This design comes from an exercise in tuning for small area and a short achievable clock period on the open sky130 flow, not from production work.
Function was checked by simulation only, so behaviour that the tests miss may differ from the original.
Power figures rest on the tool's default switching activity, not on a simulated workload.

==> flow/design.v <==
package cpu_pkg;
   localparam int REG_ADDR_W = 5;
   localparam int DATA_W     = 32;
   localparam int NUM_REGS   = 2 ** REG_ADDR_W;
   typedef logic [REG_ADDR_W-1:0] reg_addr_t;
   typedef logic [DATA_W-1:0]     reg_data_t;
   localparam reg_addr_t REG_ZERO = 5'd0;
   localparam reg_addr_t REG_AT = 5'd1;
   localparam reg_addr_t REG_V0 = 5'd2;
   localparam reg_addr_t REG_GP = 5'd28;
   localparam reg_addr_t REG_SP = 5'd29;
   localparam reg_addr_t REG_FP = 5'd30;
   localparam reg_addr_t REG_RA = 5'd31;
endpackage
module register_file #(
   parameter int DATA_WIDTH   = cpu_pkg::DATA_W,
   parameter int ADDR_WIDTH   = cpu_pkg::REG_ADDR_W,
   parameter bit WRITE_BYPASS = 1'b1
) (
   input  logic                  clock,
   input  logic                  reset_n,
   input  logic                  we,
   input  logic [ADDR_WIDTH-1:0] rs,
   input  logic [ADDR_WIDTH-1:0] rt,
   input  logic [ADDR_WIDTH-1:0] rd,
   input  logic [DATA_WIDTH-1:0] input_data,
   output logic [DATA_WIDTH-1:0] output_data_A,
   output logic [DATA_WIDTH-1:0] output_data_B
);
   localparam int DEPTH = 2 ** ADDR_WIDTH;    
   logic [DATA_WIDTH-1:0]            wdata;
   logic [3:0]                       w_hi, na_hi, nb_hi;    
   logic [7:0]                       w_lo, na_lo, nb_lo;    
   logic [DEPTH-1:1]                 load;    
   logic [DEPTH-1:1]                 nhit;    
   logic [DEPTH-1:0]                 sel_a, sel_b;
   logic [DATA_WIDTH-1:0][DEPTH-1:0] col;     
   assign wdata = input_data & {DATA_WIDTH{reset_n}};
   always_comb begin
      for (int h = 0; h < 4; h++) begin
         w_hi[h]  = reset_n && we && (rd[4:3] == 2'(h));
         na_hi[h] = !(rs[4:3] == 2'(h));
         nb_hi[h] = !(rt[4:3] == 2'(h));
      end
      for (int l = 0; l < 8; l++) begin
         w_lo[l]  = (rd[2:0] == 3'(l));
         na_lo[l] = !(rs[2:0] == 3'(l));
         nb_lo[l] = !(rt[2:0] == 3'(l));
      end
      for (int i = 1; i < DEPTH; i++) begin
         nhit[i] = !(WRITE_BYPASS && w_hi[i/8] && w_lo[i%8]);
         load[i] = !reset_n || (w_hi[i/8] && w_lo[i%8]);
      end
      sel_a[0] = WRITE_BYPASS && reset_n && we && (rd != '0) && (rs == rd);
      sel_b[0] = WRITE_BYPASS && reset_n && we && (rd != '0) && (rt == rd);
   end
   genvar i, b;
   for (i = 1; i < DEPTH; i = i + 1) begin : g_sel
      rf_sel u_sa (.nhit(nhit[i]), .n_hi(na_hi[i/8]), .n_lo(na_lo[i%8]), .sel(sel_a[i]));
      rf_sel u_sb (.nhit(nhit[i]), .n_hi(nb_hi[i/8]), .n_lo(nb_lo[i%8]), .sel(sel_b[i]));
   end
   for (b = 0; b < DATA_WIDTH; b = b + 1) begin : g_bit
      assign col[b][0] = input_data[b];
      for (i = 1; i < DEPTH; i = i + 1) begin : g_reg
         always_ff @(posedge clock) begin
            if (load[i]) col[b][i] <= wdata[b];
         end
      end
      rf_read_bit u_a (.sel(sel_a), .ent_bit(col[b]), .out(output_data_A[b]));
      rf_read_bit u_b (.sel(sel_b), .ent_bit(col[b]), .out(output_data_B[b]));
   end
endmodule
module rf_sel (
   input  logic nhit,
   input  logic n_hi,
   input  logic n_lo,
   output logic sel
);
   assign sel = nhit & !n_hi & !n_lo;
endmodule
module rf_read_bit (
   input  logic [31:0] sel,
   input  logic [31:0] ent_bit,
   output logic        out
);
   logic [10:0] g;    
   logic [2:0]  k;    
   genvar j;
   for (j = 0; j < 10; j = j + 1) begin : g_aoi
      rf_aoi3 u_aoi (.s(sel[3*j+2:3*j]), .d(ent_bit[3*j+2:3*j]), .y(g[j]));
   end
   rf_aoi2 u_aoi_last (.s(sel[31:30]), .d(ent_bit[31:30]), .y(g[10]));
   rf_and4 u_k0 (.a(g[3:0]), .y(k[0]));
   rf_and4 u_k1 (.a(g[7:4]), .y(k[1]));
   rf_and3 u_k2 (.a(g[10:8]), .y(k[2]));
   rf_nand3 u_o (.a(k), .y(out));
endmodule
module rf_aoi3 (
   input  logic [2:0] s,
   input  logic [2:0] d,
   output logic       y
);
   assign y = !(|(s & d));
endmodule
module rf_aoi2 (
   input  logic [1:0] s,
   input  logic [1:0] d,
   output logic       y
);
   assign y = !(|(s & d));
endmodule
module rf_and4 (
   input  logic [3:0] a,
   output logic       y
);
   assign y = &a;
endmodule
module rf_and3 (
   input  logic [2:0] a,
   output logic       y
);
   assign y = &a;
endmodule
module rf_nand3 (
   input  logic [2:0] a,
   output logic       y
);
   assign y = !(&a);
endmodule
clock: 7.0 ns
lec_check: 0
cap_margin: 20
core_margin: 2
core_utilization: 55
cts_cluster_diameter: 80
cts_cluster_size: 24
place_density: 0.75
setup_slack_margin: 2.0
slew_margin: 20
synth_hierarchical: 1
synth_minimum_keep_size: 0
run.sh (not shown) runs the stock make flow with config.mk's settings and CLKGATE_MAP_FILE= SYNTH_SCRIPT=/design/flow/synth_recipe.tcl, a recipe that flattens the netlist after the stock synthesis.
The first run finished with timing, DRC and antenna clean.
Next try:
--- a/flow/design.v
+++ b/flow/design.v
@@ -81,49 +81,25 @@
 module rf_read_bit (
    input  logic [31:0] sel,
    input  logic [31:0] ent_bit,
    output logic        out
 );
-   logic [10:0] g;    
-   logic [2:0]  k;    
+   logic [3:0]  k;    
    genvar j;
-   for (j = 0; j < 10; j = j + 1) begin : g_aoi
-      rf_aoi3 u_aoi (.s(sel[3*j+2:3*j]), .d(ent_bit[3*j+2:3*j]), .y(g[j]));
+   for (j = 0; j < 4; j = j + 1) begin : g_grp
+      rf_grp8 u_k (.s(sel[8*j+7:8*j]), .d(ent_bit[8*j+7:8*j]), .y(k[j]));
    end
-   rf_aoi2 u_aoi_last (.s(sel[31:30]), .d(ent_bit[31:30]), .y(g[10]));
-   rf_and4 u_k0 (.a(g[3:0]), .y(k[0]));
-   rf_and4 u_k1 (.a(g[7:4]), .y(k[1]));
-   rf_and3 u_k2 (.a(g[10:8]), .y(k[2]));
-   rf_nand3 u_o (.a(k), .y(out));
+   rf_nand4 u_o (.a(k), .y(out));
 endmodule
-module rf_aoi3 (
-   input  logic [2:0] s,
-   input  logic [2:0] d,
+module rf_grp8 (
+   input  logic [7:0] s,
+   input  logic [7:0] d,
    output logic       y
 );
    assign y = !(|(s & d));
 endmodule
-module rf_aoi2 (
-   input  logic [1:0] s,
-   input  logic [1:0] d,
-   output logic       y
-);
-   assign y = !(|(s & d));
-endmodule
-module rf_and4 (
+module rf_nand4 (
    input  logic [3:0] a,
-   output logic       y
-);
-   assign y = &a;
-endmodule
-module rf_and3 (
-   input  logic [2:0] a,
-   output logic       y
-);
-   assign y = &a;
-endmodule
-module rf_nand3 (
-   input  logic [2:0] a,
    output logic       y
 );
    assign y = !(&a);
 endmodule
What happened:
- setup slack improves by 310 ps
- via count is higher by about 3.2%
- synthesized cell count is higher by 18%
- power is lower by 2.1%
- core utilization is lower by 2.0 points
- area after synthesis is higher by about 3%
- final cell count is higher by about 12%
- clock power is lower by about 2%
- design area is higher by 0.67%
- sequential share of layout area is lower by 0.41 points
- die area is higher by 3.1%
- wire length is higher by about 4%
- first-iteration DRC count is lower by about 30%

==> afterwards: timing with drivers on the ports <==
How much do the figures lean on ideal ports? The routed layouts below were timed once more, with nothing changed but the port constraints. Step 1 assumes that a clkbuf_16 drives the clock port and a buf_2 every other input. Step 2 adds t to the input delays and takes it off the output delays; t is the mean of the earliest and latest rising clock arrival at the registers after step 1. Input paths then give back, and output paths get back, about the clock's delay inside the block. a / b / c = ideal ports / drivers / drivers and shift; a / b = the first two.
| run | t (ns) | setup WS [ns] | worst setup path at the end |
|---|---|---|---|
| the first run | 0.714 | 1.636 / 1.589 / 1.589 | input to output |
| the second run | 0.714 | 1.949 / 1.819 / 1.819 | input to output |
After both steps every run listed still meets setup and hold. For the second run, which loses most, drivers alone change the setup slack by -0.130 ns; drivers and shift together by -0.130 ns.
